Background: an optimization exercise with open tools, aiming at small area. Do not read the settings as production practice. The RTL was checked by simulation tests, not by an equivalence proof against the original design. Power is estimated from default activity; no workload was simulated.

==> design/flow/design.v <==
module perf_snapshot_unit #(
  parameter int CNT_W = 32
) (
  input  logic             clk,
  input  logic             rst_n,
  input  logic             snap_req,
  input  logic             delta_mode,
  input  logic [CNT_W-1:0] hits,
  input  logic [CNT_W-1:0] misses,
  input  logic [CNT_W-1:0] evictions,
  input  logic [CNT_W-1:0] dirty_evictions,
  input  logic [CNT_W-1:0] predictor_hits,
  input  logic [CNT_W-1:0] predictor_misses,
  input  logic [CNT_W-1:0] stale_events,
  output logic             out_valid,
  input  logic             out_ready,
  output logic [CNT_W-1:0] out_data,
  output logic             out_last,
  output logic [2:0]       out_index,
  output logic             busy,
  output logic [7:0]       drop_count
);
  typedef enum logic [1:0] {IDLE, HDR, DATA} state_t;
  state_t state, state_nx;
  logic [2:0] idx, idx_nx;
  logic [6:0][CNT_W-1:0] cur, prev, pay;
  logic [15:0] seq, hdr_seq;
  logic delta_q, accept, xfer;
  assign cur = {stale_events, predictor_misses, predictor_hits, dirty_evictions,
                evictions, misses, hits};
  assign xfer = out_valid && out_ready;
  assign accept = snap_req && (state == IDLE || (out_last && out_ready));
  always_comb begin
    state_nx = state;
    idx_nx = idx;
    if (accept) begin
      state_nx = HDR;
      idx_nx = 3'd0;
    end else if (xfer) begin
      state_nx = (idx == 3'd7) ? IDLE : DATA;
      idx_nx = idx + 3'd1;
    end
  end
  always_comb begin
    out_valid = state != IDLE;
    busy = state != IDLE;
    out_index = idx;
    out_last = state == DATA && idx == 3'd7;
    out_data = state == HDR ? {8'hA5, 4'd7, 3'b000, delta_q, hdr_seq} :
               state == DATA ? pay[idx - 3'd1] : '0;
  end
  always_ff @(posedge clk or negedge rst_n) begin
    if (!rst_n) begin
      state <= IDLE;
      idx <= '0;
    end else begin
      state <= state_nx;
      idx <= idx_nx;
    end
  end
  always_ff @(posedge clk or negedge rst_n) begin
    if (!rst_n) begin
      prev <= '0;
      pay <= '0;
      seq <= '0;
      hdr_seq <= '0;
      delta_q <= 1'b0;
      drop_count <= '0;
    end else begin
      if (accept) begin
        for (int i = 0; i < 7; i++) pay[i] <= delta_mode ? cur[i] - prev[i] : cur[i];
        prev <= cur;
        delta_q <= delta_mode;
        hdr_seq <= seq;
        seq <= seq + 16'd1;
      end else if (snap_req && drop_count != 8'hFF) begin
        drop_count <= drop_count + 8'd1;
      end
    end
  end
endmodule
==> design/flow/run.sh <==
#!/bin/bash
# synth_recipe.tcl (not shown) runs the flow's synth.tcl, then flattens the netlist and writes it again
# the make line also repeats each setting of config.mk as NAME=value (left out here)
make -C /OpenROAD-flow-scripts/flow DESIGN_CONFIG=/design/flow/config.mk WORK_HOME=/design/flow/orfs CLKGATE_MAP_FILE= SYNTH_SCRIPT=/design/flow/synth_recipe.tcl finish
==> design/flow/config.mk <==
export PLATFORM = sky130hd
export DESIGN_NAME = perf_snapshot_unit
export DESIGN_NICKNAME = perf_snapshot_unit
export VERILOG_FILES = /design/flow/design.v
export SDC_FILE = /design/flow/constraint.sdc
export NUM_CORES = 4
export LEC_CHECK = 0
export CAP_MARGIN = 20
export CORE_MARGIN = 2
export CORE_UTILIZATION = 40
export SLEW_MARGIN = 20
==> design/flow/constraint.sdc <==
create_clock -name core_clock -period 6.0 [get_ports {clk}]
set_input_delay 1.2000 -clock core_clock [delete_from_list [all_inputs] [get_ports {clk}]]
set_output_delay 1.2000 -clock core_clock [all_outputs]
set_load 0.01 [all_outputs]
==> flow_summary.yaml, run 1 <==
setup_path:
  cp_max_fo: 36
  crit_type: "reg -> out"
  required_ns: 4.80
  critPathArrivalTime_ns: 4.16
  cp-start-kind: "register"
  crit_path_end_kind: "output port"
power_and_ir_drop:
  swShare_pct: 45.7
  p_switching_mw: 10.7
  power_density_nw_per_um2: 596
  leakagePower_nw: 17.9
  p_comb_share_pct: 58.0
  peakVddDrop_mv: 0.451
  p_int_mw: 12.7
  p_total_mw: 23.4
  seq_power_share_pct: 26.0
  p_clk_share_pct: 16.0
placement:
  routabilityCongestion: 0.995
  placed_area_um2: 37200
  dp_slack_ns: 1.41
  io_buffers: 274
  dpl.hpwl_um: 85400
  placed_cells: 5176
clocking:
  cts.clk_slew.worst_paths_ns: 0.06
  clockRootBuffer: "clkbuf_16"
  postCtsSetupBuffers: 0
  cts_buffer_depth: 3
  cts_resized: 0
  insertion_delay_ns: 0.64
  cts_sinks: 494
  holdBufCountCts: 0
  cts_tree: "yes"
  cts_buffers: 59
  h-tree-depth: 2
sta:
  fin_ws_ns: 0.639
  skew_ns: 0.0222
  rsz0062_at_grt: "false"
  post-route-period-util_pct: 89.3
  holdWs_ns: 0.474
  hold_viol: 0
  fin_tns_setup_ns: 0
  finalMaxSlewViolations: 0
  relSlewSlack_pct: 34.4
  fin_crit_ns: 5.36
  tightest_slew_ns: 0.979
  max_freq_ghz: 0.187
  setup_violations: 0
synth:
  synth.top_cell.area_share_pct: 36.9
  yosys-top-cells-area: "dfrtp_1 37%, ha_1 8.3%, nand2_1 6.9%"
  yosys.area_share.adder_pct: 8.71
  syn-instance-count: 3994
  synth_top_family_by_area: "compound AO/OA/AOI/OAI gates"
  synth_area_um2: 33500
  synth.area.mux_share_pct: 5.46
  synth_compound_area_share_pct: 23.5
  syn-num-nets: 4452
  yosys.area.top_type: "dfrtp_1"
  syn_area_per_cell_um2: 8.39
  yosysMostFrequentCell: "nand2_1"
  synth-simple-area-share_pct: 14.8
  synth_edf_count: 0
  yosys_most_used_dff: "dfrtp_1"
  synthArstFlopShare_pct: 100
  synthTopCellsByCount: "620 x nand2_1, 494 x dfrtp_1, 455 x o21ai_0"
  synth_cell_types: 92
  synth_xor_area_share_pct: 5.20
  ys.warnings.count: 1
  ys_ff_latch: 494
  ys_seq_area_share_pct: 36.9
run_status:
  run_status: "finished clean"
global_routing:
  grt_use_total_pct: 26.0
  grt_start_max_net_pins: 175
  grt_pass1_vias: 27722
  grt_pass1_wl_um: 172000
  overflow: 0
  antenna_found_initial: 3
final_layout:
  nFillCells: 8147
  syn_to_final_growth_pct: 17.1
  design_area_um2: 39200
  utilization_pct: 47.1
  stdcell_count: 5284
  layout-drive-gt1-share_pct: 5.97
  multi_input_area_um2: 19400
  layout.area.seq_um2: 12400
  nets: 4615
route:
  wl_um: 113000
  drc: 0
  dr_total_vias: 29377
  drt_iter0_drc: 2568
  routed_via_density: 5.56
  wl_per_cell_um: 21.4
  antenna_left: 0
  first_pass_iters: 8
floorplan:
  die_width_um: 293
  initial_core_util_pct: 40.2
  row_count: 106
  die-area_um2: 86100
  ios: 275
  core_area_um2: 83300
  die_y_um: 293
run:
  maxCapViolCount: 0
min_path:
  hp-class: "reg -> reg"
==> registers in the layout, summed over array words and instances, names as in the netlist <==
name / count
prev: 224
drop_count: 8
hdr_seq: 16
idx: 3
delta_q: 1
seq: 16
state: 2
pay: 224
==> cell usage in the layout, fill, tap and decap left out, types with 22 or more instances in the layout <==
master | Yosys | routed
and3_1 | 79 | 78
a221oi_1 | 35 | 35
nor2b_1 | 33 | 31
nand3_1 | 58 | 57
dfrtp_1 | 494 | 494
clkdlybuf4s50_1 | 0 | 272
nor2_1 | 200 | 199
ha_1 | 222 | 221
o21a_1 | 35 | 35
a21o_1 | 118 | 118
o22ai_1 | 34 | 34
mux2i_1 | 104 | 104
a31oi_1 | 25 | 25
a21oi_1 | 332 | 332
mux2_2 | 66 | 66
nor3_1 | 29 | 29
nand4_1 | 25 | 25
clkbuf_16 | 0 | 60
o21ai_1 | 53 | 53
o21bai_1 | 22 | 22
o21ai_0 | 455 | 455
xor2_1 | 72 | 72
inv_1 | 276 | 275
xnor2_1 | 125 | 124
nand2b_1 | 27 | 27
buf_4 | 2 | 24
nand2_1 | 620 | 619
==> final timing paths <==
kind / from / to / slack [ns] / depth (start not counted)
worst max register to register: idx[0] / pay[57] / 2.58 / 9
worst min-delay path: seq[15] / seq[15] / 0.47 / 1
worst max-delay path: idx[1] / out_data[2] / 0.64 / 8
max in group asynchronous: rst_n / prev[165] / 4.18 / 2
worst min register to register: seq[15] / seq[15] / 0.47 / 1
min in group asynchronous: rst_n / prev[11] / 0.52 / 1
==> power groups by stage <==
| stage | logic [mW] | registers [mW] | clock network (mW) |
|---|---|---|---|
| 6_report | 13.5 | 6.08 | 3.74 |
| 5_1_grt | 15.0 | 6.18 | 3.95 |
| 4_1_cts | 13.4 | 6.05 | 3.81 |
| 3_5_place_dp | 13.3 | 6.09 | 0 |
| 3_3_place_gp | 13.2 | 6.11 | 0 |
| 2_1_floorplan | 9.54 | 5.38 | 0 |
==> per-layer routing <==
metal	global-route usage [%]	up-vias	share of wire (%)
met4	6.72	0	2.7
li1	-	14312	-
met3	6.16	149	8.3
met2	41.2	913	45
met5	0	-	0
met1	35.6	14003	44
==> critical path, stage by stage, from the launching register on <==
cell and delay (ns):
dfrtp_1 0.45, inv_1 0.10, ha_4 0.59, nor2b_2 0.68, buf_4 0.36, a221oi_1 0.20, a21oi_1 0.20, a32o_1 0.34
clkdlybuf4s50_1 0.59
==> logic make-up (layout without fill, tap and decap cells) <==
group           after synthesis  count (layout)
compound gates             1289            1289
xor+xnor                    198             198
fa+ha+maj                   229             229
buf+inv                     481             689
flops                       494             494
mux                         173             173
other cells                   0               2
simple gates               1130            1130
==> layout make-up <==
| type | count | area share (%) |
|---|---|---|
| diodes | 2 | 0.0128 |
| multi-input cells | 3019 | 49.4 |
| clock buffers | 88 | 4.40 |
| flip-flops and latches | 494 | 31.5 |
| well taps | 1080 | 3.44 |
| inverters | 276 | 2.65 |
| clock inverters | 18 | 0.667 |
| repair buffers | 307 | 7.93 |
==> inputs of run 2 (changes only) <==
==> design/flow/design.v (replaced) <==
module perf_snapshot_unit #(
  parameter int CNT_W = 32
) (
  input  logic             clk,
  input  logic             rst_n,
  input  logic             snap_req,
  input  logic             delta_mode,
  input  logic [CNT_W-1:0] hits,
  input  logic [CNT_W-1:0] misses,
  input  logic [CNT_W-1:0] evictions,
  input  logic [CNT_W-1:0] dirty_evictions,
  input  logic [CNT_W-1:0] predictor_hits,
  input  logic [CNT_W-1:0] predictor_misses,
  input  logic [CNT_W-1:0] stale_events,
  output logic             out_valid,
  input  logic             out_ready,
  output logic [CNT_W-1:0] out_data,
  output logic             out_last,
  output logic [2:0]       out_index,
  output logic             busy,
  output logic [7:0]       drop_count
);
  logic [6:0][CNT_W-1:0] cur, cap, old;
  logic valid_q, first_n, zold, delta_q, accept, xfer, sub_en;
  logic [2:0] idx;
  logic [15:0] seq;
  logic [CNT_W-1:0] a_word, b_word;
  assign cur = {stale_events, predictor_misses, predictor_hits, dirty_evictions,
                evictions, misses, hits};
  assign xfer = valid_q && out_ready;
  assign accept = snap_req && (!valid_q || (idx == 3'd7 && out_ready));
  always_ff @(posedge clk or negedge rst_n) begin
    if (!rst_n) begin
      valid_q <= 1'b0;
      first_n <= 1'b0;
      drop_count <= '0;
    end else begin
      if (accept) begin
        valid_q <= 1'b1;
        first_n <= 1'b1;
      end else begin
        if (xfer && idx == 3'd7) valid_q <= 1'b0;
        if (snap_req && drop_count != 8'hFF) drop_count <= drop_count + 8'd1;
      end
    end
  end
  always_ff @(posedge clk) begin
    if (accept) begin
      cap <= cur;
      old <= cap;
      zold <= !first_n;
      delta_q <= delta_mode;
      seq <= first_n ? seq + 16'd1 : 16'd0;
      idx <= 3'd0;
    end else if (xfer) begin
      idx <= idx + 3'd1;
    end
  end
  assign sub_en = delta_q && !zold;
  logic [7:0] sel;
  always_comb begin
    for (int k = 0; k < 8; k++) sel[k] = idx == 3'(k);
    a_word = {8'hA5, 4'd7, 3'b000, delta_q, seq} & {CNT_W{sel[0]}};
    b_word = '0;
    for (int k = 0; k < 7; k++) begin
      a_word = a_word | (cap[k] & {CNT_W{sel[k+1]}});
      b_word = b_word | (old[k] & {CNT_W{sel[k+1] & sub_en}});
    end
  end
  assign out_valid = valid_q;
  assign busy = valid_q;
  assign out_index = idx;
  assign out_last = valid_q && idx == 3'd7;
  assign out_data = a_word - b_word;
endmodule
==> design/flow/flow/run.sh (new file) <==
#!/bin/bash
# Standard layout, with port buffers of the smallest buffer cell.
export BUFFER_PORTS_ARGS="-buffer_cell sky130_fd_sc_hd__buf_1"
bash standard.sh > standard.log 2>&1
==> design/flow/standard.sh (new file) <==
#!/bin/bash
# synth_recipe.tcl (not shown) runs the flow's synth.tcl, then flattens the netlist and writes it again
# the make line also repeats each setting of config.mk as NAME=value (left out here)
make -C /OpenROAD-flow-scripts/flow DESIGN_CONFIG=/design/flow/config.mk WORK_HOME=/design/flow/orfs CLKGATE_MAP_FILE= SYNTH_SCRIPT=/design/flow/synth_recipe.tcl "${@:-finish}"
removed: design/flow/run.sh
==> run 2 against run 1 <==
- combinational power fell by 57%
- flip-flop and latch count fell by 15
- global-route usage fell by 4.7 points
- worst setup slack got worse by 0.48 ns
- register-to-register slack improved by 0.45 ns
- die area fell by 42%
- critical path type unchanged
- cell area fell by 42%
- critical endpoint is now out_data[31]
==> flow_summary.yaml, run 2 <==
final_layout:
  layout_common_cells: "466 x edfxtp_1, 274 x buf_1, 87 x a22oi_1"
  layout-drive-gt1-share_pct: 11.3
  design_area_um2: 22900
  nFillCells: 4115
  layout_commonest_cell: "edfxtp_1"
  nets: 1742
  layout.area.seq_um2: 14300
  stdcell_count: 2132
  multi_input_area_um2: 4750
  top_regs: "cap (224), old (224), seq (16)"
  syn_to_final_growth_pct: 19.6
floorplan:
  die_width_um: 223
  die-area_um2: 49700
  row_count: 80
  die_y_um: 223
  initial_core_util_pct: 40.3
  core_area_um2: 47500
  ios: 275
global_routing:
  grt_pass1_vias: 12330
  antenna_found_initial: 3
  grt_use_total_pct: 21.3
  grt_pass1_wl_um: 77800
  overflow: 0
  grt_start_max_net_pins: 193
synth:
  syn-instance-count: 1158
  synth_compound_area_share_pct: 12.4
  synth.top_cell.area_share_pct: 72.9
  synth_area_um2: 19200
  syn-num-nets: 1427
  ys_seq_area_share_pct: 74.6
  synth_xor_area_share_pct: 2.15
  syn_area_per_cell_um2: 16.6
  ys.warnings.count: 1
  synth.area.mux_share_pct: 1.36
  yosys_most_used_dff: "edfxtp_1"
  ys_ff_latch: 479
  yosys.area_share.adder_pct: 2.65
  yosysMostFrequentCell: "edfxtp_1"
  yosys-top-cells-area: "edfxtp_1 73%, a222oi_1 3.7%, a22oi_1 3.4%"
  synth_edf_count: 466
  synthTopCellsByCount: "466 x edfxtp_1, 87 x a22oi_1, 71 x a222oi_1"
  synth_cell_types: 58
  synth_top_family_by_area: "compound AO/OA/AOI/OAI gates"
  synth-simple-area-share_pct: 5.39
  yosys.area.top_type: "edfxtp_1"
  synthArstFlopShare_pct: 2.09
sta:
  max_freq_ghz: 0.171
  fin_ws_ns: 0.164
  holdWs_ns: 0.440
  hold_viol: 0
  rsz0062_at_grt: "false"
  post-route-period-util_pct: 97.3
  relSlewSlack_pct: 25.4
  tightest_slew_ns: 1.12
  finalMaxSlewViolations: 0
  fin_crit_ns: 5.84
  skew_ns: 0.0269
  setup_violations: 0
setup_path:
  crit_type: "reg -> out"
  crit_path_end_kind: "output port"
  crit_family: "compound AO/OA/AOI/OAI gates"
  cpMaxStageDelayCell: "and2_1"
  critPathArrivalTime_ns: 4.64
  slowest_delay_ns: 0.59
  cp-start-kind: "register"
  crit_buf_inv: 3
  path_common_cell: "a21o_1"
  critical_path.cell_chain: "inv_2 -> ha_2 -> buf_4 -> and2_1 -> a22oi_1 -> o211ai_1 -> ha_1 -> a21o_1 -> a21o_1 -> a21o_1 -> a221o_1 -> a211o_1 -> a21oi_1 -> xnor2_1 -> buf_1"
  required_ns: 4.80
  cp_max_fo: 17
placement:
  routabilityCongestion: 0.844
  placed_cells: 2025
  dpl.hpwl_um: 36900
  io_buffers: 274
  dp_slack_ns: 0.565
  placed_area_um2: 21200
route:
  routed_via_density: 5.67
  drt_iter0_drc: 1395
  wl_per_cell_um: 25.2
  first_pass_iters: 9
  wl_um: 53800
  drc: 0
  antenna_left: 0
  dr_total_vias: 12087
clocking:
  clockRootBuffer: "clkbuf_16"
  h-tree-depth: 2
  cts.clk_slew.worst_paths_ns: 0.06
  cts_tree: "yes"
  insertion_delay_ns: 0.61
  cts_buffers: 51
  cts_buffer_depth: 3
  cts_sinks: 479
power_and_ir_drop:
  leakagePower_nw: 7.38
  peakVddDrop_mv: 0.277
  power_density_nw_per_um2: 567
run_status:
  run_status: "finished clean"
run:
  maxCapViolCount: 0
min_path:
  hp-class: "reg -> reg"
==> run 2: cell types whose count changed after synthesis, sizes merged, moves of 99 or more <==
cell / change
a21oi: -301
a21o: -100
edfxtp: +466
clkbuf: -136
inv: -262
ha: -183
xnor2: -99
o21ai: -499
dfrtp: -484
nor2: -166
nand2: -566
==> run 2: kinds of logic after synthesis <==
family          after synthesis
xor+xnor                     47
mux                          25
simple gates                201
buf+inv                      74
fa+ha+maj                    40
compound gates              292
flops                       479
==> run 2: final timing paths <==
kind / startpoint / to / slack, ns / depth (start not counted)
worst max-delay path: idx[0] / out_data[31] / 0.16 / 15
worst min-delay path: cap[104] / old[104] / 0.44 / 0
worst max register to register: idx[0] / cap[2] / 3.03 / 6
worst min register to register: cap[104] / old[104] / 0.44 / 0
max in group asynchronous: rst_n / drop_count[4] / 5.05 / 1
min in group asynchronous: rst_n / drop_count[2] / 0.57 / 1
==> run 2: power breakdown <==
part	internal [mW]	switching, mW	total [mW]
Combinational	2.10	3.73	5.83
Sequential	3.98	0.153	4.14
Clock	1.76	1.29	3.05
==> run 2: worst reg2reg max path, stage by stage (launching register included) <==
cell and delay (ns):
dfxtp_2 0.39, ha_1 0.19, ha_2 0.18, buf_4 0.29, a21boi_4 0.12, nor2b_4 0.46
buf_12 0.66
==> run 2: timing repair <==
action | CTS | global route
gates resized for setup | 4 | 17
endpoints found under the setup margin | 4 | 15
cloned | 0 | 0
pin swaps | 1 | 8
setup buffers | 3 | 7
hold buffers | 0 | 0
==> run 2: area by class of cell <==
class,count,area share [%]
Inverter,14,0.229
Antenna cell,3,0.0327
Timing Repair Buffer,322,6.25
Sequential cell,479,62.4
Tap cell,615,3.35
Multi-Input combinational cell,605,20.7
Clock buffer,61,5.82
Clock inverter,33,1.22
==> run 2: layer usage <==
layer / vias up / GRT usage, % / part of all wire, %
li1: 5427 / - / -
met1: 5972 / 28.5 / 42
met2: 577 / 33.7 / 47
met3: 111 / 4.57 / 7.9
met4: 0 / 9.33 / 3.9
met5: - / 0 / 0
==> run 2: through the flow <==
stage	power, mW	util [%]	TNS (ns)
after detailed placement	9.84	44.5	0
final	13.0	48.2	0
after CTS	12.9	48.0	0
after floorplan	7.75	-	-1236.36
after global placement	9.83	44.5	0
after global routing	13.6	48.2	0
==> inputs of run 3 (changes only) <==
==> design/flow/run.sh (new file) <==
#!/bin/bash
# synth_recipe.tcl (not shown) runs the flow's synth.tcl, then flattens the netlist and writes it again
# the make line also repeats each setting of config.mk as NAME=value (left out here)
make -C /OpenROAD-flow-scripts/flow DESIGN_CONFIG=/design/flow/config.mk WORK_HOME=/design/flow/orfs CLKGATE_MAP_FILE= SYNTH_SCRIPT=/design/flow/synth_recipe.tcl finish
removed: design/flow/flow/run.sh
removed: design/flow/standard.sh
==> run 3 against run 2 <==
- critical path depth stayed put
- non-clock buffer count up 11
- flip-flop and latch count unchanged
- critical endpoint is now out_data[17]
- largest cell class unchanged
- largest power group unchanged
- highest routed layer unchanged
==> flow_summary.yaml, run 3 <==
clocking:
  cts_sinks: 479
  cts.clk_slew.worst_paths_ns: 0.06
  insertion_delay_ns: 0.59
  cts_tree: "yes"
  holdBufCountCts: 0
  clockRootBuffer: "clkbuf_16"
  cts_buffers: 50
  h-tree-depth: 2
  cts_buffer_depth: 3
route:
  wl_um: 54800
  drc: 0
  first_pass_iters: 9
  dr_total_vias: 12285
  wl_per_cell_um: 25.7
  antenna_left: 0
  drt_iter0_drc: 1583
  routed_via_density: 5.76
final_layout:
  layout-drive-gt1-share_pct: 11.9
  nFillCells: 3925
  utilization_pct: 52.2
  antennaDiodeCount: 0
  syn_to_final_growth_pct: 29.3
  top_regs: "cap (224), old (224), seq (16)"
  layout_common_cells: "466 x edfxtp_1, 259 x clkdlybuf4s50_1, 87 x a22oi_1"
  nets: 1752
  layout_commonest_cell: "edfxtp_1"
  design_area_um2: 24800
setup_path:
  crit_path_end_kind: "output port"
  required_ns: 4.80
  cp_max_fo: 11
  path_common_cell: "ha_1"
  critPathArrivalTime_ns: 4.65
  ff2ff_setup_slack_ns: 2.70
  r2r_end: "cap[62]"
  reg2regPathDepth: 7
  critical_path.cell_chain: "ha_1 -> ha_2 -> inv_1 -> nor2_4 -> buf_4 -> a222oi_1 -> and3_1 -> ha_1 -> a21oi_2 -> nand2_1 -> o211a_1 -> o31a_1 -> nand2b_1 -> xor2_2 -> clkdlybuf4s50_1"
  cpMaxStageDelayCell: "clkdlybuf4s50_1"
  slowest_delay_ns: 0.59
  cp-start-kind: "register"
  crit_type: "reg -> out"
  r2r-start: "idx[0]"
power_and_ir_drop:
  power_density_nw_per_um2: 558
  peakVddDrop_mv: 0.461
  leakagePower_nw: 8.26
floorplan:
  row_count: 80
  initial_core_util_pct: 40.3
  core_area_um2: 47500
  die_width_um: 223
  ios: 275
  die-area_um2: 49700
  die_y_um: 223
global_routing:
  antenna_found_initial: 0
  grt_use_total_pct: 21.7
  grt_pass1_vias: 12585
  overflow: 0
  grt_pass1_wl_um: 79400
  grt_start_max_net_pins: 128
synth:
  synth-simple-area-share_pct: 5.39
  syn-instance-count: 1158
  syn_area_per_cell_um2: 16.6
  yosys.area.top_type: "edfxtp_1"
  syn-num-nets: 1427
  synth_compound_area_share_pct: 12.4
  synth_top_family_by_area: "compound AO/OA/AOI/OAI gates"
  yosys_most_used_dff: "edfxtp_1"
  synthTopCellsByCount: "466 x edfxtp_1, 87 x a22oi_1, 71 x a222oi_1"
  synth.top_cell.area_share_pct: 72.9
  yosysMostFrequentCell: "edfxtp_1"
  synth_area_um2: 19200
  ys.warnings.count: 1
  yosys-top-cells-area: "edfxtp_1 73%, a222oi_1 3.7%, a22oi_1 3.4%"
  yosys.area_share.adder_pct: 2.65
  synth_edf_count: 466
  ys_ff_latch: 479
  synth.area.mux_share_pct: 1.36
  synth_cell_types: 58
  synth_xor_area_share_pct: 2.15
  ys_seq_area_share_pct: 74.6
  synthArstFlopShare_pct: 2.09
sta:
  fin_ws_ns: 0.148
  fin_tns_setup_ns: 0
  relSlewSlack_pct: 30.0
  tightest_slew_ns: 1.05
  post-route-period-util_pct: 97.5
  finalMaxSlewViolations: 0
  hold_viol: 0
  rsz0062_at_grt: "false"
  holdWs_ns: 0.445
  max_freq_ghz: 0.171
  skew_ns: 0.0184
  fin_crit_ns: 5.85
  setup_violations: 0
min_path:
  hold_path_depth: 0
  worstHoldEndpoint: "old[144]"
  worstHoldStart: "cap[144]"
  hp-class: "reg -> reg"
run:
  maxCapViolCount: 0
placement:
  placed_area_um2: 23000
  dp_slack_ns: 0.325
  routabilityCongestion: 0.865
  io_buffers: 274
  dpl.hpwl_um: 38300
run_status:
  run_status: "finished clean"
-- run 3: cell counts after synthesis --
Identical to the previous run, type by type.
-- run 3: repair_timing --
item                       in CTS  in global routing
pin swaps                      10                  6
gates resized for setup        25                 22
buffers inserted                7                  2
cloned                          0                  0
setup endpoints to repair      20                 22
hold endpoints to repair        0                  0
-- run 3: worst max path at each step --
stage | start | end | slack, ns | cells past startpoint
finish | idx[0] | out_data[17] | 0.15 | 15
global route | idx[1] | out_data[22] | 0.0009 | 15
CTS | idx[0] | out_data[22] | 0.0005 | 15
detailed placement | idx[0] | out_data[28] | 0.33 | 16
global placement | idx[0] | out_data[24] | 0.41 | 16
floorplan | snap_req | first_n | -2.70 | 2
-- run 3: cells by family (layout without fill, tap and decap cells) --
logic type / Yosys count / count (layout)
AO/OA/AOI/OAI: 292 / 292
XOR/XNOR: 47 / 47
flip-flops: 479 / 479
AND/OR/NAND/NOR: 201 / 201
multiplexers: 25 / 25
adder cells (fa/ha/maj): 40 / 40
buffers and inverters: 74 / 434
-- run 3: layout make-up --
class	count	area, um^2	area share [%]
multi-input combinational	605	4790	19.3
sequential	479	14300	57.7
clock inverter	26	262	1.05
inverter	14	52.6	0.212
clock buffer	61	1310	5.30
tap	615	769	3.10
timing repair buffer	333	3310	13.3
-- run 3: power by group --
group	switching (mW)	internal [mW]
clock	1.27	1.77
sequential	0.152	3.98
combinational	3.74	2.93
total	5.16	8.68
-- run 3: critical path: cells and delay by family (launching register included) --
family                   cells  cell delay (ns)
buffers and inverters        3             0.89
flip-flops                   1             0.37
AND/OR/NAND/NOR              4             0.60
XOR/XNOR                     1             0.26
adder cells (fa/ha/maj)      3             0.76
AO/OA/AOI/OAI                4             1.19
-- run 3: layer usage --
layer	share of wire (%)	vias to the layer above	track usage (%)
li1	-	5436	-
met1	41	6189	28.9
met2	49	561	36.1
met3	7.8	99	3.40
met4	3.1	0	7.86
met5	0	-	0
-- run 3: through the flow --
stage                     power, mW  cells
final                          13.8   2133
after global routing           14.5   2133
after global placement         10.8   2037
after CTS                      13.8   2131
after detailed placement       10.8   2037
after floorplan                7.75   1158
==> inputs of run 4 (changes only) <==
==> design/flow/flow/run.sh (new file) <==
#!/bin/bash
# Standard layout with smallest port buffers and a lighter clock tree
# (no dummy loads, clkbuf_8 leaf clusters).
export BUFFER_PORTS_ARGS="-buffer_cell sky130_fd_sc_hd__buf_1"
export CTS_ARGS="-sink_clustering_enable -repair_clock_nets -dont_use_dummy_load -buf_list {sky130_fd_sc_hd__clkbuf_8} -sink_clustering_size 20 -sink_clustering_max_diameter 60"
bash standard.sh > standard.log 2>&1
==> design/flow/standard.sh (new file) <==
#!/bin/bash
# synth_recipe.tcl (not shown) runs the flow's synth.tcl, then flattens the netlist and writes it again
# the make line also repeats each setting of config.mk as NAME=value (left out here)
make -C /OpenROAD-flow-scripts/flow DESIGN_CONFIG=/design/flow/config.mk WORK_HOME=/design/flow/orfs CLKGATE_MAP_FILE= SYNTH_SCRIPT=/design/flow/synth_recipe.tcl "${@:-finish}"
removed: design/flow/run.sh
==> run 4 against run 3 <==
- register-to-register slack better by 0.27 ns
- highest routed layer unchanged
- clock skew rose by 0.092 ns
- sequential power about the same
- critical path type unchanged
- total power fell by 17%
- critical endpoint is now out_data[30]
- flip-flop and latch count did not move
==> flow_summary.yaml, run 4 <==
global_routing:
  overflow: 0
  grt_pass1_wl_um: 76600
  grt_use_total_pct: 21.0
  antenna_found_initial: 4
  grt_pass1_vias: 12145
  grt_start_max_net_pins: 193
clocking:
  cts.clk_slew.worst_paths_ns: 0.11
  cts_tree: "yes"
  cts_buffer_depth: 3
  insertion_delay_ns: 0.65
  h-tree-depth: 2
  cts_sinks: 479
  clockRootBuffer: "clkbuf_8"
  cts_buffers: 37
sta:
  relSlewSlack_pct: 21.0
  fin_crit_ns: 5.82
  setup_violations: 0
  post-route-period-util_pct: 97.0
  skew_ns: 0.110
  max_freq_ghz: 0.172
  tightest_slew_ns: 1.18
  holdWs_ns: 0.385
  hold_viol: 0
  rsz0062_at_grt: "false"
  finalMaxSlewViolations: 0
  fin_ws_ns: 0.179
route:
  wl_met3_um: 3610
  wl_um: 53200
  routed_via_density: 5.72
  topRoutingLayerUsed: "met4"
  met2_length_um: 25000
  drt_iter0_drc: 1359
  dr_total_vias: 11906
  wl_per_cell_um: 25.6
  first_pass_iters: 9
  antenna_left: 0
  drc: 0
  m1WireLength_um: 22600
floorplan:
  core_area_um2: 47500
  row_count: 80
  die_y_um: 223
  die_width_um: 223
  die-area_um2: 49700
  initial_core_util_pct: 40.3
  ios: 275
final_layout:
  syn_to_final_growth_pct: 14.1
  design_area_um2: 21900
  layout-drive-gt1-share_pct: 9.99
  top_regs: "cap (224), old (224), seq (16)"
  layout_commonest_cell: "edfxtp_1"
  layout_common_cells: "466 x edfxtp_1, 274 x buf_1, 87 x a22oi_1"
  nets: 1732
setup_path:
  critPathArrivalTime_ns: 4.62
  cp_max_fo: 10
  reg2regPathDepth: 6
  ff2ff_setup_slack_ns: 2.97
  required_ns: 4.80
  r2r_end: "cap[99]"
  crit_path_end_kind: "output port"
  r2r-start: "idx[0]"
  cp-start-kind: "register"
  crit_type: "reg -> out"
run_status:
  run_status: "finished clean"
synth:
  synth_edf_count: 466
  yosys_most_used_dff: "edfxtp_1"
  synth_cell_types: 58
  synth.top_cell.area_share_pct: 72.9
  ys_seq_area_share_pct: 74.6
  syn_area_per_cell_um2: 16.6
  syn-num-nets: 1427
  synthTopCellsByCount: "466 x edfxtp_1, 87 x a22oi_1, 71 x a222oi_1"
  synth_area_um2: 19200
  yosysMostFrequentCell: "edfxtp_1"
  yosys.area.top_type: "edfxtp_1"
  yosys-top-cells-area: "edfxtp_1 73%, a222oi_1 3.7%, a22oi_1 3.4%"
  ys.warnings.count: 1
  syn-instance-count: 1158
  ys_ff_latch: 479
  synthArstFlopShare_pct: 2.09
min_path:
  hold_path_depth: 0
  worstHoldStart: "cap[105]"
  worstHoldEndpoint: "old[105]"
  hp-class: "reg -> reg"
power_and_ir_drop:
  leakagePower_nw: 6.88
  power_density_nw_per_um2: 526
  p_total_mw: 11.5
  peakVddDrop_mv: 0.264
placement:
  dp_slack_ns: 0.565
  io_buffers: 274
  placed_area_um2: 21200
  dpl.hpwl_um: 36900
  routabilityCongestion: 0.844
run:
  maxCapViolCount: 0
## run 4: cell counts after synthesis
Identical to the previous run, type by type.
## run 4: per-layer routing
layer  up-vias  global-route usage [%]
li1       5357                       -
met1      5946                    28.1
met2       508                    33.8
met3        95                    3.77
met4         0                    9.33
met5         -                       0
## run 4: worst max-delay path, cell delays in order (launching register included)
cell,delay [ns]
dfxtp_2,0.39
inv_1,0.12
ha_4,0.23
a222oi_1,0.35
nand2_1,0.10
a222oi_1,0.38
ha_2,0.31
inv_1,0.06
fa_2,0.37
a21oi_2,0.18
o21ai_2,0.10
a221oi_4,0.37
o21ai_4,0.14
a41o_4,0.31
a2111oi_4,0.31
nor3_2,0.10
buf_1,0.14
## run 4: what timing repair did
action / in CTS / in global routing
cloned: 0 / 0
endpoints found under the setup margin: 7 / 16
hold buffers: 0 / 0
setup buffers: 3 / 11
pin swaps: 3 / 11
resized for setup: 4 / 26
## run 4: cell families (layout without fill, tap and decap cells)
| logic type | after synthesis | count (layout) | synth area share, % |
|---|---|---|---|
| xor gates and xnor gates | 47 | 47 | 2.15 |
| muxes | 25 | 25 | 1.36 |
| DFF | 479 | 479 | 74.6 |
| AOI/OAI and AO/OA | 292 | 292 | 12.4 |
| and+or+nand+nor | 201 | 201 | 5.39 |
| other | 0 | 4 | 0 |
| buffers and inverters | 74 | 377 | 1.48 |
| adders and majority gates | 40 | 40 | 2.65 |
## run 4: cell type report
type	instances	area, um^2
timing repair buffer	326	1470
sequential	479	14300
inverter	14	52.6
clock buffer	37	509
tap	615	769
antenna	4	10.0
fill	4203	25600
multi-input combinational	605	4780
## run 4: worst max path at each step
stage | endpoint | start | cells past startpoint
after global routing | out_data[30] | idx[1] | 16
final | out_data[30] | idx[1] | 16
after global placement | out_data[31] | idx[0] | 16
after detailed placement | out_data[30] | idx[0] | 16
after CTS | out_data[30] | idx[0] | 16
after floorplan | first_n | snap_req | 2
## run 4: power breakdown
part	total, mW	internal (mW)	switching, mW
registers	4.13	3.98	0.154
clock network	1.54	0.555	0.984
logic	5.86	2.13	3.73
## run 4: per-stage QoR
step	TNS (ns)	utilization, %	instances
finish	0	46.1	2080
global route	0	46.1	2080
CTS	-0.0220	45.6	2065
detailed placement	0	44.5	2025
global placement	0	44.5	2025
floorplan	-1236.36	-	1158
==> inputs of run 5 (changes only) <==
--- a/design/flow/config.mk
+++ b/design/flow/config.mk
@@ -9,3 +9,3 @@
 export CORE_MARGIN = 2
-export CORE_UTILIZATION = 40
+export CORE_UTILIZATION = 65
 export SLEW_MARGIN = 20
==> run 5 against run 4 <==
- combinational power down 4.3%
- cell area down 1.7%
- sequential power about the same
- final cell count down 11%
- clock-buffer cell count down 2
- first-iteration DRC count up 55%
- still clean on timing, DRC and antenna
- critical endpoint is now out_data[31]
- sequential share of layout area up 1.1 points
==> flow_summary.yaml, run 5 <==
synth:
  ys_seq_area_share_pct: 74.6
  ys_ff_latch: 479
  yosys_most_used_dff: "edfxtp_1"
  synth_cell_types: 58
  syn-instance-count: 1158
  synth_edf_count: 466
  synth.top_cell.area_share_pct: 72.9
  yosys.area.top_type: "edfxtp_1"
  ys.warnings.count: 1
  yosys-top-cells-area: "edfxtp_1 73%, a222oi_1 3.7%, a22oi_1 3.4%"
  synthTopCellsByCount: "466 x edfxtp_1, 87 x a22oi_1, 71 x a222oi_1"
  syn_area_per_cell_um2: 16.6
  syn-num-nets: 1427
  yosysMostFrequentCell: "edfxtp_1"
  synthArstFlopShare_pct: 2.09
  synth_area_um2: 19200
final_layout:
  nets: 1728
  layout_commonest_cell: "edfxtp_1"
  layout-drive-gt1-share_pct: 8.92
  design_area_um2: 21500
  antennaDiodeCount: 0
  layout_common_cells: "466 x edfxtp_1, 273 x buf_1, 87 x a22oi_1"
  syn_to_final_growth_pct: 12.2
  top_regs: "cap (224), old (224), seq (16)"
placement:
  routabilityCongestion: 0.925
  placed_area_um2: 20900
  io_buffers: 274
  dpl.hpwl_um: 31300
global_routing:
  overflow: 0
  top_usage_layer: "met2"
  use_met2_pct: 46.5
  antenna_found_initial: 0
  grt_use_met3_pct: 6.13
  grt_pass1_wl_um: 68400
  grt_use_total_pct: 29.9
  grt_pass1_vias: 11784
  grt_start_max_net_pins: 115
  use_met1_pct: 43.2
route:
  drc: 0
  wl_um: 46900
  wl_per_cell_um: 25.5
  first_pass_iters: 9
  routed_via_density: 6.62
  dr_total_vias: 12196
  drt_iter0_drc: 2110
  antenna_left: 0
power_and_ir_drop:
  p_int_mw: 6.57
  seq_power_share_pct: 36.8
  p_comb_share_pct: 50.2
  p_clk_share_pct: 13.1
  peakVddDrop_mv: 0.324
  leakagePower_nw: 6.86
  p_switching_mw: 4.62
  power_density_nw_per_um2: 520
  swShare_pct: 41.3
sta:
  rsz0062_at_grt: "true"
  max_freq_ghz: 0.172
  hold_viol: 0
  skew_ns: 0.0536
  setup_violations: 0
  fin_crit_ns: 5.83
  tightest_slew_ns: 0.917
  post-route-period-util_pct: 97.1
  finalMaxSlewViolations: 0
  relSlewSlack_pct: 38.7
  holdWs_ns: 0.428
setup_path:
  critPathArrivalTime_ns: 4.63
  cp_max_fo: 11
  required_ns: 4.80
  cp-start-kind: "register"
  critical_path.cell_chain: "inv_1 -> ha_2 -> nand2_1 -> nor2_4 -> buf_4 -> a22oi_1 -> and4_1 -> ha_1 -> a21o_1 -> a21o_1 -> a21o_1 -> a221o_1 -> a211o_1 -> a21oi_1 -> xnor2_1 -> buf_1"
  crit_type: "reg -> out"
  path_common_cell: "a21o_1"
  crit_path_end_kind: "output port"
  slowest_delay_ns: 0.39
  cpMaxStageDelayCell: "ha_1"
clocking:
  cts_sinks: 479
  clockRootBuffer: "clkbuf_8"
  h-tree-depth: 2
  cts_buffers: 35
  cts_buffer_depth: 3
  cts_tree: "yes"
  insertion_delay_ns: 0.56
  cts.clk_slew.worst_paths_ns: 0.11
floorplan:
  row_count: 62
  die-area_um2: 30900
  die_y_um: 176
  core_area_um2: 28900
  initial_core_util_pct: 66.5
  ios: 275
  die_width_um: 176
min_path:
  hp-class: "reg -> reg"
run_status:
  run_status: "finished clean"
run:
  maxCapViolCount: 0
## run 5: cell counts after synthesis
Identical to the previous run, type by type.
## run 5: worst paths after layout
check	start	end	slack (ns)	depth (start not counted)
worst max-delay path	idx[0]	out_data[31]	0.17	16
worst min register to register	cap[79]	old[79]	0.43	0
worst min-delay path	cap[79]	old[79]	0.43	0
min in group asynchronous	rst_n	first_n	0.61	1
worst max register to register	idx[1]	cap[56]	3.08	6
max in group asynchronous	rst_n	drop_count[5]	4.93	1
## run 5: layout make-up
type | count | area (um^2)
clock buffer | 35 | 482
fill | 1856 | 7340
tap | 384 | 480
inverter | 14 | 52.6
sequential | 479 | 14300
timing repair buffer | 324 | 1480
multi-input combinational | 605 | 4720
## run 5: stage by stage
step           utilization (%)  power, mW  worst slack, ns  instances  setup TNS, ns
2_1_floorplan                -       7.75            -2.70       1158       -1236.36
3_3_place_gp              72.3       9.57            0.534       1793              0
3_5_place_dp              72.3       9.60            0.451       1793              0
4_1_cts                   74.0       11.0           0.0106       1828              0
5_1_grt                   74.6       11.7         -0.00937       1841        -0.0126
6_report                  74.6       11.2            0.174       1841              0
## run 5: routing by layer
layer | wire [um] | share of wire (%)
met3 | 5560 | 12
met5 | 0 | 0
met4 | 1420 | 3.0
met1 | 18200 | 39
met2 | 21700 | 46
## run 5: what timing repair did
item,in CTS,in global routing
buffers inserted,0,13
hold buffers,0,0
endpoints found under the hold margin,0,0
endpoints found under the setup margin,9,14
resized for setup,4,10
pin swaps,1,8
## run 5: cells by family (layout without fill, tap and decap cells)
kind of cell / after synthesis / count (layout) / synth area share [%]
AOI/OAI and AO/OA: 292 / 292 / 12.4
buffers and inverters: 74 / 373 / 1.48
adders and majority gates: 40 / 40 / 2.65
and+or+nand+nor: 201 / 201 / 5.39
muxes: 25 / 25 / 1.36
xor gates and xnor gates: 47 / 47 / 2.15
DFF: 479 / 479 / 74.6
## run 5: worst max-delay path, delay by kind of cell, from the launching register on
kind	cells	cell delay (ns)
compound gates	7	1.44
xor+xnor	1	0.22
fa+ha+maj	2	0.66
buf+inv	3	0.64
flops	1	0.37
simple gates	3	0.75
## run 5: power by group through the flow
stage | combinational [mW] | sequential, mW | clock [mW]
final | 5.61 | 4.11 | 1.46
after detailed placement | 5.42 | 4.18 | 0
after global placement | 5.39 | 4.17 | 0
after CTS | 5.46 | 4.11 | 1.48
after floorplan | 3.55 | 4.20 | 0
after global routing | 6.00 | 4.14 | 1.58
==> inputs of run 6 (changes only) <==
==> design/flow/flow/run.sh (replaced) <==
#!/bin/bash
# Standard layout with smallest port buffers and a lighter clock tree
# (no dummy loads, clkbuf_16 leaf clusters).
export BUFFER_PORTS_ARGS="-buffer_cell sky130_fd_sc_hd__buf_1"
export CTS_ARGS="-sink_clustering_enable -repair_clock_nets -dont_use_dummy_load -buf_list {sky130_fd_sc_hd__clkbuf_16} -sink_clustering_size 30 -sink_clustering_max_diameter 60"
bash standard.sh > standard.log 2>&1
==> run 6 against run 5 <==
- first-iteration DRC count rose by 3.2%
- utilization grew 1.0 points
- still clean
- critical path depth down 1
- via count fell by 0.19%
- clock skew up 0.0017 ns
- highest routed layer unchanged
- combinational power about the same
- area after synthesis unchanged
==> flow_summary.yaml, run 6 <==
setup_path:
  r2r_end: "old[57]"
  critical_path.cell_chain: "buf_4 -> nand2_1 -> nor2_4 -> buf_4 -> a22oi_1 -> and4_1 -> ha_1 -> a21o_1 -> a21o_1 -> a21o_1 -> a221o_1 -> a211o_1 -> a21oi_1 -> xnor2_1 -> buf_1"
  crit_start: "idx[2]"
  ff2ff_setup_slack_ns: 3.14
  r2r-start: "idx[1]"
  crit_path_end: "out_data[31]"
  required_ns: 4.80
  critPathArrivalTime_ns: 4.65
  path_common_cell: "a21o_1"
  slowest_delay_ns: 0.41
  crit_type: "reg -> out"
  cp-start-kind: "register"
  cpMaxStageDelayCell: "nor2_4"
  cp_max_fo: 26
  reg2regPathDepth: 6
  crit_path_end_kind: "output port"
route:
  first_pass_iters: 9
  dr_total_vias: 12173
  drt_iter0_drc: 2178
  antenna_left: 0
  routed_via_density: 6.64
  wl_per_cell_um: 26.1
  drc: 0
  wl_um: 47800
final_layout:
  top_regs: "cap (224), old (224), seq (16)"
  layout_common_cells: "466 x edfxtp_1, 274 x buf_1, 87 x a22oi_1"
  antennaDiodeCount: 0
  nets: 1720
  layout-drive-gt1-share_pct: 8.21
  stdcell_count: 1833
  utilization_pct: 75.6
  syn_to_final_growth_pct: 13.7
  layout_commonest_cell: "edfxtp_1"
sta:
  skew_ns: 0.0554
  holdWs_ns: 0.429
  finalMaxSlewViolations: 0
  hold_viol: 0
  fin_crit_ns: 5.85
  setup_violations: 0
  post-route-period-util_pct: 97.6
  rsz0062_at_grt: "false"
  fin_ws_ns: 0.147
  max_freq_ghz: 0.171
  tightest_slew_ns: 0.913
  relSlewSlack_pct: 39.0
clocking:
  insertion_delay_ns: 0.53
  cts_buffer_depth: 3
  h-tree-depth: 2
  cts_sinks: 479
  holdBufCountCts: 0
  clockRootBuffer: "clkbuf_16"
  cts_buffers: 34
  cts.clk_slew.worst_paths_ns: 0.07
  cts_tree: "yes"
synth:
  synthArstFlopShare_pct: 2.09
  synth.top_cell.area_share_pct: 72.9
  synth_cell_types: 58
  yosysMostFrequentCell: "edfxtp_1"
  synth_edf_count: 466
  yosys_most_used_dff: "edfxtp_1"
  synth_area_um2: 19200
  synthTopCellsByCount: "466 x edfxtp_1, 87 x a22oi_1, 71 x a222oi_1"
  syn_area_per_cell_um2: 16.6
  syn-num-nets: 1427
  ys.warnings.count: 1
  syn-instance-count: 1158
  ys_ff_latch: 479
  ys_seq_area_share_pct: 74.6
  yosys-top-cells-area: "edfxtp_1 73%, a222oi_1 3.7%, a22oi_1 3.4%"
  yosys.area.top_type: "edfxtp_1"
global_routing:
  grt_use_total_pct: 30.8
  grt_start_max_net_pins: 115
  antenna_found_initial: 0
  grt_pass1_vias: 12099
  overflow: 0
  grt_pass1_wl_um: 70400
power_and_ir_drop:
  peakVddDrop_mv: 0.329
  p_total_mw: 11.7
  power_density_nw_per_um2: 537
  leakagePower_nw: 6.98
floorplan:
  row_count: 62
  core_area_um2: 28900
  die-area_um2: 30900
  die_y_um: 176
  initial_core_util_pct: 66.5
  die_width_um: 176
  ios: 275
placement:
  placed_cells: 1793
  io_buffers: 274
  routabilityCongestion: 0.925
  dp_slack_ns: 0.451
  dpl.hpwl_um: 31300
min_path:
  hold_path_depth: 0
  hp-class: "reg -> reg"
run:
  maxCapViolCount: 0
run_status:
  run_status: "finished clean"
-- run 6: how the worst min path moves through the flow --
stage,startpoint,end,slack (ns)
final,cap[111],old[111],0.43
after global routing,cap[93],old[93],0.45
after CTS,cap[111],old[111],0.43
after detailed placement,cap[51],old[51],0.43
after global placement,cap[190],old[190],0.43
after floorplan,cap[145],old[145],0.42
-- run 6: power by group --
part / total (mW) / switching [mW] / internal (mW)
Combinational: 5.59 / 3.53 / 2.05
Sequential: 4.12 / 0.144 / 3.97
Clock: 2.02 / 1.01 / 1.00
Total: 11.7 / 4.69 / 7.03
-- run 6: area by class of cell --
cell class | instances | area [um^2]
clock buffer | 34 | 851
tap | 384 | 480
multi-input combinational | 605 | 4720
timing repair buffer | 317 | 1410
fill | 1796 | 7050
inverter | 14 | 52.6
sequential | 479 | 14300
-- run 6: cell families (layout without fill, tap and decap cells) --
logic type | count (synthesis) | count (layout) | synth area share [%]
flops | 479 | 479 | 74.6
simple gates | 201 | 201 | 5.39
buf+inv | 74 | 365 | 1.48
xor+xnor | 47 | 47 | 2.15
compound gates | 292 | 292 | 12.4
fa+ha+maj | 40 | 40 | 2.65
mux | 25 | 25 | 1.36
-- run 6: critical path: cells and delay by family (launching register included) --
family,cells,cell delay (ns)
and+or+nand+nor,3,0.85
DFF,1,0.37
buffers and inverters,3,0.87
adders and majority gates,1,0.39
AOI/OAI and AO/OA,7,1.43
xor gates and xnor gates,1,0.23
-- run 6: timing repair --
| item | in CTS | in global routing |
|---|---|---|
| setup endpoints to repair | 5 | 12 |
| pin swaps | 0 | 4 |
| buffers inserted | 0 | 6 |
| gates resized for setup | 1 | 9 |
-- run 6: per-layer routing --
layer	global-route usage, %	wire length [um]	vias to the layer above
li1	-	-	5329
met1	43.7	18400	5907
met2	48.2	22600	835
met3	6.43	5370	102
met4	10.8	1430	0
met5	0	0	-
-- run 6: through the flow --
step           cell area, um^2  setup TNS (ns)
6_report                 21800               0
5_1_grt                  21800               0
4_1_cts                  21700               0
3_5_place_dp             20900               0
3_3_place_gp             20900               0
2_1_floorplan            19200        -1236.36
==> inputs of run 7 (changes only) <==
==> design/flow/flow/run.sh (replaced) <==
#!/bin/bash
# Standard layout with smallest port buffers and a lighter clock tree
# (no dummy loads, clkbuf_4 leaf clusters).
export BUFFER_PORTS_ARGS="-buffer_cell sky130_fd_sc_hd__buf_1"
export CTS_ARGS="-sink_clustering_enable -repair_clock_nets -dont_use_dummy_load -buf_list {sky130_fd_sc_hd__clkbuf_4 sky130_fd_sc_hd__clkbuf_8} -sink_clustering_size 10 -sink_clustering_max_diameter 40"
bash standard.sh > standard.log 2>&1
--- a/design/flow/config.mk
+++ b/design/flow/config.mk
@@ -7,5 +7,5 @@
 export LEC_CHECK = 0
-export CAP_MARGIN = 20
+export CAP_MARGIN = 5
 export CORE_MARGIN = 2
-export CORE_UTILIZATION = 65
-export SLEW_MARGIN = 20
+export CORE_UTILIZATION = 70
+export SLEW_MARGIN = 5
==> run 7 against run 6 <==
- still clean on timing, DRC and antenna
- sequential share of layout area up 0.39 points
- sequential power about the same
- worst hold slack worse by 0.0036 ns
- non-clock buffer count down 4
- first-iteration DRC count up 1.5%
- die area down 7.0%
- maximum frequency down 0.47%
- clock skew down 0.025 ns
- critical path depth unchanged
- total power down 1.3%
- via count up 2.5%
- critical path type unchanged
- largest power group unchanged
==> flow_summary.yaml, run 7 <==
setup_path:
  crit_start: "idx[0]"
  reg2regPathDepth: 5
  cpMaxStageDelayCell: "a222oi_1"
  crit_type: "reg -> out"
  required_ns: 4.80
  critPathArrivalTime_ns: 4.68
  critical_path.cell_chain: "ha_1 -> ha_2 -> buf_4 -> a222oi_1 -> ha_2 -> inv_1 -> fa_1 -> a21oi_1 -> o21ai_1 -> a221oi_4 -> o21ai_4 -> a41o_4 -> a2111oi_4 -> nor3_1 -> buf_1"
  crit_buf_inv: 3
  ff2ff_setup_slack_ns: 2.90
  r2r_end: "cap[185]"
  cp_max_fo: 34
  r2r-start: "idx[2]"
  slowest_delay_ns: 0.48
  cp-start-kind: "register"
  crit_path_end_kind: "output port"
  path_common_cell: "ha_2"
  crit_family: "compound AO/OA/AOI/OAI gates"
placement:
  dpl.hpwl_um: 31700
  routabilityCongestion: 0.921
  io_buffers: 274
  dp_slack_ns: 0.509
route:
  first_pass_iters: 9
  dr_total_vias: 12479
  drc: 0
  wl_um: 47500
  drt_iter0_drc: 2211
  routed_via_density: 6.90
  wl_per_cell_um: 26.3
  antenna_left: 0
run:
  maxCapViolCount: 0
synth:
  syn-instance-count: 1158
  yosys_most_used_dff: "edfxtp_1"
  synthArstFlopShare_pct: 2.09
  synthTopCellsByCount: "466 x edfxtp_1, 87 x a22oi_1, 71 x a222oi_1"
  yosys-top-cells-area: "edfxtp_1 73%, a222oi_1 3.7%, a22oi_1 3.4%"
  yosys.area.top_type: "edfxtp_1"
  synth_edf_count: 466
  ys.warnings.count: 1
  ys_seq_area_share_pct: 74.6
  ys_ff_latch: 479
  syn_area_per_cell_um2: 16.6
  yosysMostFrequentCell: "edfxtp_1"
  synth_area_um2: 19200
  synth.top_cell.area_share_pct: 72.9
  syn-num-nets: 1427
  synth_cell_types: 58
sta:
  holdWs_ns: 0.426
  post-route-period-util_pct: 98.0
  relSlewSlack_pct: 42.6
  fin_tns_setup_ns: 0
  fin_crit_ns: 5.88
  fin_ws_ns: 0.119
  hold_viol: 0
  max_freq_ghz: 0.170
  setup_violations: 0
  tightest_slew_ns: 0.860
  finalMaxSlewViolations: 0
  skew_ns: 0.0305
power_and_ir_drop:
  p_switching_mw: 4.72
  leakagePower_nw: 6.95
  peakVddDrop_mv: 0.364
  seq_power_share_pct: 35.7
  p_int_mw: 6.85
  power_density_nw_per_um2: 534
  p_comb_share_pct: 48.4
  p_clk_share_pct: 15.8
  swShare_pct: 40.8
floorplan:
  die_width_um: 170
  die_y_um: 170
  core_area_um2: 27000
  initial_core_util_pct: 71.2
  row_count: 60
  ios: 275
  die-area_um2: 28700
min_path:
  worstHoldStart: "cap[170]"
  hold_path_depth: 0
  hp-class: "reg -> reg"
  worstHoldEndpoint: "old[170]"
global_routing:
  overflow: 0
  grt_pass1_vias: 12206
  grt_use_total_pct: 33.0
  grt_start_max_net_pins: 149
  grt_pass1_wl_um: 70300
  antenna_found_initial: 0
clocking:
  cts_buffers: 56
  cts_tree: "yes"
  h-tree-depth: 2
  cts.clk_slew.worst_paths_ns: 0.06
  insertion_delay_ns: 0.58
  clockRootBuffer: "clkbuf_8"
  cts_buffer_depth: 3
  cts_sinks: 479
run_status:
  run_status: "finished clean"
final_layout:
  top_regs: "cap (224), old (224), seq (16)"
  layout_common_cells: "466 x edfxtp_1, 274 x buf_1, 87 x a22oi_1"
  syn_to_final_growth_pct: 13.0
  nets: 1738
  antennaDiodeCount: 0
  layout-drive-gt1-share_pct: 9.48
  nFillCells: 1464
  layout_commonest_cell: "edfxtp_1"
==> run 7: cell counts after synthesis <==
No cell type changed its count.
==> run 7: through the flow <==
stage	instances	area [um^2]	total power, mW	utilization (%)
floorplan	1158	19200	7.75	-
global placement	1745	20800	9.55	77.1
detailed placement	1745	20800	9.57	77.1
CTS	1801	21600	11.4	80.1
global route	1808	21700	12.1	80.4
finish	1808	21700	11.6	80.4
==> run 7: per-layer routing <==
metal	routed length [um]	part of all wire [%]	global-route usage (%)
met5	0	0	0
met4	1430	3.0	11.2
met3	5730	12	6.37
met2	22300	47	52.4
met1	18000	38	47.0
==> run 7: cell type report <==
type,count,area (um^2),area share (%)
tap,341,427,1.97
sequential,479,14300,66.0
inverter,14,52.6,0.242
timing repair buffer,313,1400,6.43
multi-input combinational,605,4730,21.8
clock buffer,56,771,3.55
==> run 7: worst max-delay path by stage <==
stage / to / depth (start not counted)
finish: out_data[30] / 15
global route: out_data[30] / 16
CTS: out_data[30] / 16
detailed placement: out_data[24] / 16
global placement: out_data[24] / 16
floorplan: first_n / 2
==> run 7: what timing repair did <==
action	4_1_cts	5_1_grt
pin swaps	0	6
setup buffers	0	7
setup endpoints to repair	5	18
gates resized for setup	6	11
hold buffers	0	0
==> run 7: power by group through the flow <==
stage | Sequential (mW) | Combinational, mW | Clock, mW
detailed placement | 4.19 | 5.38 | 0
global placement | 4.18 | 5.37 | 0
finish | 4.13 | 5.60 | 1.83
global route | 4.15 | 5.95 | 1.95
CTS | 4.13 | 5.44 | 1.84
floorplan | 4.20 | 3.55 | 0
==> run 7: cells by family after synthesis <==
logic type               Yosys count  synth area share (%)
multiplexers                      25                  1.36
AO/OA/AOI/OAI                    292                  12.4
flip-flops                       479                  74.6
buffers and inverters             74                  1.48
AND/OR/NAND/NOR                  201                  5.39
XOR/XNOR                          47                  2.15
adder cells (fa/ha/maj)           40                  2.65
==> inputs of run 8 (changes only) <==
==> design/flow/flow/run.sh (replaced) <==
#!/bin/bash
# Standard layout with smallest port buffers and a lighter clock tree
# (no dummy loads, clkbuf_8 leaf clusters).
export BUFFER_PORTS_ARGS="-buffer_cell sky130_fd_sc_hd__buf_1"
export CTS_ARGS="-sink_clustering_enable -repair_clock_nets -dont_use_dummy_load -buf_list {sky130_fd_sc_hd__clkbuf_8} -sink_clustering_size 16 -sink_clustering_max_diameter 50"
bash standard.sh > standard.log 2>&1
--- a/design/flow/config.mk
+++ b/design/flow/config.mk
@@ -7,5 +7,6 @@
 export LEC_CHECK = 0
-export CAP_MARGIN = 5
+export CAP_MARGIN = 0
 export CORE_MARGIN = 2
-export CORE_UTILIZATION = 70
-export SLEW_MARGIN = 5
+export CORE_UTILIZATION = 65
+export PLACE_DENSITY = 0.8
+export SLEW_MARGIN = 0
==> run 8 against run 7 <==
- worst hold slack lost 0.025 ns
- utilization shrank 5.7 points
- first-iteration DRC count barely moved
- critical path depth rose by 1
- routed wire length increased by 1.4%
- cell area shrank 0.53%
- maximum frequency rose by 0.85%
- combinational power hardly changed
- register-to-register slack better by 0.27 ns
- non-clock buffer count up 4
- synthesized cell count unchanged
- largest power group unchanged
==> flow_summary.yaml, run 8 <==
route:
  topRoutingLayerUsed: "met4"
  wl_per_cell_um: 26.2
  wl_met3_um: 6000
  antenna_left: 0
  dr_total_vias: 12360
  first_pass_iters: 9
  wl_um: 48100
  drc: 0
  m1WireLength_um: 17700
  routed_via_density: 6.71
  met2_length_um: 22600
  drt_iter0_drc: 2213
clocking:
  clockRootBuffer: "clkbuf_8"
  cts_buffer_depth: 3
  holdBufCountCts: 0
  cts_buffers: 42
  cts.clk_slew.worst_paths_ns: 0.10
  insertion_delay_ns: 0.59
  h-tree-depth: 2
  cts_tree: "yes"
  cts_sinks: 479
synth:
  yosys-top-cells-area: "edfxtp_1 73%, a222oi_1 3.7%, a22oi_1 3.4%"
  yosysMostFrequentCell: "edfxtp_1"
  synthArstFlopShare_pct: 2.09
  ys_ff_latch: 479
  synth.top_cell.area_share_pct: 72.9
  synth.area.mux_share_pct: 1.36
  yosys_most_used_dff: "edfxtp_1"
  yosys.area.top_type: "edfxtp_1"
  synthTopCellsByCount: "466 x edfxtp_1, 87 x a22oi_1, 71 x a222oi_1"
  synth_xor_area_share_pct: 2.15
  ys_seq_area_share_pct: 74.6
  syn-instance-count: 1158
  synth_compound_area_share_pct: 12.4
  synth_cell_types: 58
  syn-num-nets: 1427
  synth_edf_count: 466
  synth_area_um2: 19200
  yosys.area_share.adder_pct: 2.65
  synth-simple-area-share_pct: 5.39
  synth_top_family_by_area: "compound AO/OA/AOI/OAI gates"
  ys.warnings.count: 1
  syn_area_per_cell_um2: 16.6
sta:
  post-route-period-util_pct: 97.2
  fin_crit_ns: 5.83
  skew_ns: 0.0518
  finalMaxSlewViolations: 0
  relSlewSlack_pct: 23.4
  hold_viol: 0
  setup_violations: 0
  holdWs_ns: 0.401
  fin_ws_ns: 0.169
  tightest_slew_ns: 1.15
  fin_tns_setup_ns: 0
  rsz0062_at_grt: "true"
  max_freq_ghz: 0.171
global_routing:
  grt_start_max_net_pins: 218
  overflow: 0
  antenna_found_initial: 1
  grt_use_total_pct: 30.8
  grt_pass1_vias: 12188
  grt_pass1_wl_um: 70000
setup_path:
  required_ns: 4.80
  crit_type: "reg -> out"
  r2r_end: "cap[193]"
  r2r-start: "idx[1]"
  crit_path_end: "out_data[30]"
  crit_start: "idx[0]"
  cp_max_fo: 12
  ff2ff_setup_slack_ns: 3.17
  crit_path_end_kind: "output port"
  cp-start-kind: "register"
  reg2regPathDepth: 6
  critPathArrivalTime_ns: 4.63
placement:
  dpl.hpwl_um: 32900
  io_buffers: 274
  dp_slack_ns: 0.612
  placed_area_um2: 20900
  routabilityCongestion: 0.969
final_layout:
  syn_to_final_growth_pct: 12.4
  antennaDiodeCount: 0
  design_area_um2: 21600
  utilization_pct: 74.7
  layout-drive-gt1-share_pct: 8.79
  layout_common_cells: "466 x edfxtp_1, 273 x buf_1, 87 x a22oi_1"
  top_regs: "cap (224), old (224), seq (16)"
  nets: 1728
  layout_commonest_cell: "edfxtp_1"
power_and_ir_drop:
  power_density_nw_per_um2: 526
  leakagePower_nw: 6.87
  peakVddDrop_mv: 0.360
min_path:
  worstHoldStart: "cap[185]"
  hp-class: "reg -> reg"
  hold_path_depth: 0
floorplan:
  initial_core_util_pct: 66.5
  die_width_um: 176
  die-area_um2: 30900
  row_count: 62
  die_y_um: 176
  ios: 275
  core_area_um2: 28900
run:
  maxCapViolCount: 0
run_status:
  run_status: "finished clean"
==> run 8: kinds of logic after synthesis <==
logic type               Yosys count
AO/OA/AOI/OAI                    292
XOR/XNOR                          47
adder cells (fa/ha/maj)           40
buffers and inverters             74
flip-flops                       479
multiplexers                      25
AND/OR/NAND/NOR                  201
==> run 8: where the power goes <==
part	total, mW	leakage, nW	internal [mW]	switching [mW]
logic	5.62	2.22	2.05	3.57
clock network	1.59	0.302	0.626	0.968
registers	4.14	4.35	3.98	0.159
==> run 8: stage by stage <==
step	instances	power, mW
floorplan	1158	7.75
global placement	1791	9.53
detailed placement	1791	9.60
CTS	1833	11.2
global route	1841	11.8
finish	1841	11.4
==> run 8: worst min path at each step <==
| stage | to | slack [ns] |
|---|---|---|
| floorplan | old[145] | 0.42 |
| finish | old[185] | 0.40 |
| detailed placement | old[129] | 0.43 |
| global placement | old[60] | 0.43 |
| CTS | old[185] | 0.40 |
| global route | old[185] | 0.42 |
==> run 8: cell type report <==
cell class                      count  area [um^2]
Clock buffer                       42          578
Inverter                           14         52.6
Fill cell                        1780         7290
Timing Repair Buffer              317         1430
Sequential cell                   479        14300
Tap cell                          384          480
Multi-Input combinational cell    605         4720
==> run 8: routing by layer <==
| metal | track usage (%) | up-vias |
|---|---|---|
| met1 | 41.7 | 5984 |
| met4 | 12.7 | 0 |
| met3 | 7.42 | 130 |
| met2 | 48.6 | 897 |
| li1 | - | 5349 |
| met5 | 0 | - |
==> run 8: repair_timing <==
action / 4_1_cts / 5_1_grt
endpoints found under the setup margin: 0 / 17
hold endpoints to repair: 0 / 0
setup buffers: 0 / 8
gates resized for setup: 0 / 12
==> run 8: critical path, stage by stage (launching register included) <==
cell and delay (ns):
dfxtp_2 0.38, inv_1 0.12, ha_4 0.25, a222oi_1 0.41, nand2_1 0.12, a222oi_1 0.34, ha_2 0.29, inv_1 0.06
fa_1 0.43, a21oi_2 0.18, o21ai_1 0.13, a221oi_4 0.37, o21ai_4 0.12, a41o_4 0.31, a2111oi_4 0.32, nor3_2 0.09
clkbuf_2 0.14
==> inputs of run 9 (changes only) <==
--- a/design/flow/config.mk
+++ b/design/flow/config.mk
@@ -7,2 +7,3 @@
 export LEC_CHECK = 0
+export ABC_AREA = 1
 export CAP_MARGIN = 0
@@ -10,3 +11,2 @@
 export CORE_UTILIZATION = 65
-export PLACE_DENSITY = 0.8
 export SLEW_MARGIN = 0
==> run 9 against run 8 <==
- synthesized cell count is 47% higher
- combinational power is 11% higher
- register-to-register slack worse by 1.3 ns
- worst hold slack better by 0.0021 ns
- critical path type unchanged
- clock-buffer cell count stayed put
- final cell count is 30% higher
- flip-flop and latch count stayed put
==> flow_summary.yaml, run 9 <==
setup_path:
  slowest_delay_ns: 0.49
  critical_path.cell_chain: "inv_1 -> ha_1 -> nand2_4 -> inv_1 -> nand2_1 -> nand3_1 -> nor4_1 -> ha_1 -> inv_1 -> fa_1 -> nand3_1 -> nand3_1 -> nand2_1 -> nand2_1 -> nand2_1 -> nand3_1 -> xor2_1 -> buf_1"
  cp-start-kind: "register"
  crit_start: "idx[0]"
  crit_cells: 18
  crit_family: "simple AND/OR/NAND/NOR gates"
  cpMaxStageDelayCell: "fa_1"
  r2r-start: "idx[0]"
  required_ns: 4.80
  crit_path_end: "out_data[16]"
  crit_type: "reg -> out"
  crit_path_end_kind: "output port"
sta:
  skew_ns: 0.0734
  relSlewSlack_pct: 23.4
  rsz0062_at_grt: "false"
  fin_crit_ns: 5.69
  fin_ws_ns: 0.312
  tightest_slew_ns: 1.15
  setup_violations: 0
power_and_ir_drop:
  leakagePower_nw: 8.22
  p_int_mw: 6.80
  power_density_nw_per_um2: 550
  p_switching_mw: 5.56
  seq_power_share_pct: 36.8
  swShare_pct: 45.0
  p_comb_share_pct: 50.4
  peakVddDrop_mv: 0.477
min_path:
  hp-class: "reg -> reg"
  hold_path_depth: 0
final_layout:
  layout-drive-gt1-share_pct: 4.64
  nets: 2274
  layout_commonest_cell: "nand2_1"
  antennaDiodeCount: 0
  layout_common_cells: "547 x nand2_1, 466 x edfxtp_1, 274 x buf_1"
  utilization_pct: 73.2
  stdcell_count: 2399
synth:
  synth.top_cell.area_share_pct: 68.9
  synth_cell_types: 39
  ys_ff_latch: 479
  yosysMostFrequentCell: "nand2_1"
  syn-num-nets: 1977
  synthArstFlopShare_pct: 2.09
  synthTopCellsByCount: "550 x nand2_1, 466 x edfxtp_1, 146 x inv_1"
  yosys_most_used_dff: "edfxtp_1"
  ys.warnings.count: 1
  yosys-top-cells-area: "edfxtp_1 69%, nand2_1 10%, inv_1 2.7%"
  synth_area_um2: 20300
  syn_area_per_cell_um2: 11.9
route:
  first_pass_iters: 6
  antenna_left: 0
  drc: 0
  routed_via_density: 5.85
  wl_um: 50100
  dr_total_vias: 14031
  wl_per_cell_um: 20.9
placement:
  placed_cells: 2354
  dp_slack_ns: 0.778
  dpl.hpwl_um: 34300
global_routing:
  grt_pass1_vias: 13266
  grt_start_max_net_pins: 201
  top_usage_layer: "met2"
  grt_pass1_wl_um: 74600
  overflow: 0
  grt_use_met3_pct: 4.37
floorplan:
  row_count: 64
  die-area_um2: 32700
  initial_core_util_pct: 66.2
run_status:
  run_status: "finished clean"
clocking:
  h-tree-depth: 2
  cts_buffers: 42
  cts_buffer_depth: 3
run 9: area by class of cell:
cell class                 instances  area (um^2)  area share (%)
tap                              396          495            2.21
multi-input combinational       1034         5250            23.4
timing repair buffer             301         1260            5.60
sequential                       479        14300            63.7
clock buffer                      42          578            2.58
inverter                         147          559            2.49
run 9: metal layers:
metal,share of wire (%),vias up
met5,0,-
met4,2.8,0
met3,9.2,99
met2,48,787
met1,40,6607
li1,-,6538
run 9: power by group through the flow:
stage / Clock [mW] / Sequential (mW) / Combinational [mW]
global route: 1.72 / 4.59 / 6.80
CTS: 1.60 / 4.54 / 6.12
detailed placement: 0 / 4.61 / 6.09
global placement: 0 / 4.60 / 6.02
floorplan: 0 / 4.72 / 3.96
finish: 1.58 / 4.54 / 6.23
run 9: worst register-to-register path, stage by stage (launching register included):
cell	delay (ns)
dfxtp_1	0.44
ha_1	0.22
ha_2	0.55
buf_12	0.27
nand2_8	0.07
nand2_4	0.07
nand2_4	0.09
clkinvlp_4	0.08
buf_4	0.79
buf_4	1.03
run 9: what timing repair did:
| action | CTS | global route |
|---|---|---|
| resized for setup | 0 | 3 |
| setup buffers | 0 | 3 |
| endpoints found under the setup margin | 0 | 17 |
run 9: kinds of logic after synthesis:
| logic type | after synthesis | synth area share, % |
|---|---|---|
| mux | 1 | 0.0554 |
| flops | 479 | 70.4 |
| buf+inv | 195 | 4.00 |
| compound gates | 167 | 5.49 |
| xor+xnor | 26 | 1.12 |
| simple gates | 800 | 16.4 |
| fa+ha+maj | 40 | 2.50 |
run 9: stage by stage:
stage / hold slack (ns) / area [um^2] / TNS [ns] / power (mW)
floorplan: 0.426 / 20400 / -1303.75 / 8.68
global placement: 0.431 / 21800 / 0 / 10.6
detailed placement: 0.432 / 21800 / 0 / 10.7
CTS: 0.406 / 22400 / 0 / 12.3
global route: 0.418 / 22400 / 0 / 13.1
finish: 0.403 / 22400 / 0 / 12.4
run 9: worst min path at each step:
stage	start	to	slack [ns]
floorplan	cap[64]	old[64]	0.43
global placement	cap[198]	old[198]	0.43
detailed placement	cap[205]	old[205]	0.43
CTS	cap[157]	old[157]	0.41
global route	cap[157]	old[157]	0.42
finish	cap[157]	old[157]	0.40

Setup slack of run 9, layout unchanged: 0.312 ns with ideal ports, 0.265 ns with driving cells assumed (clock clkbuf_16, inputs buf_2), 0.854 ns with port delays also shifted by the 0.589 ns mid clock arrival.
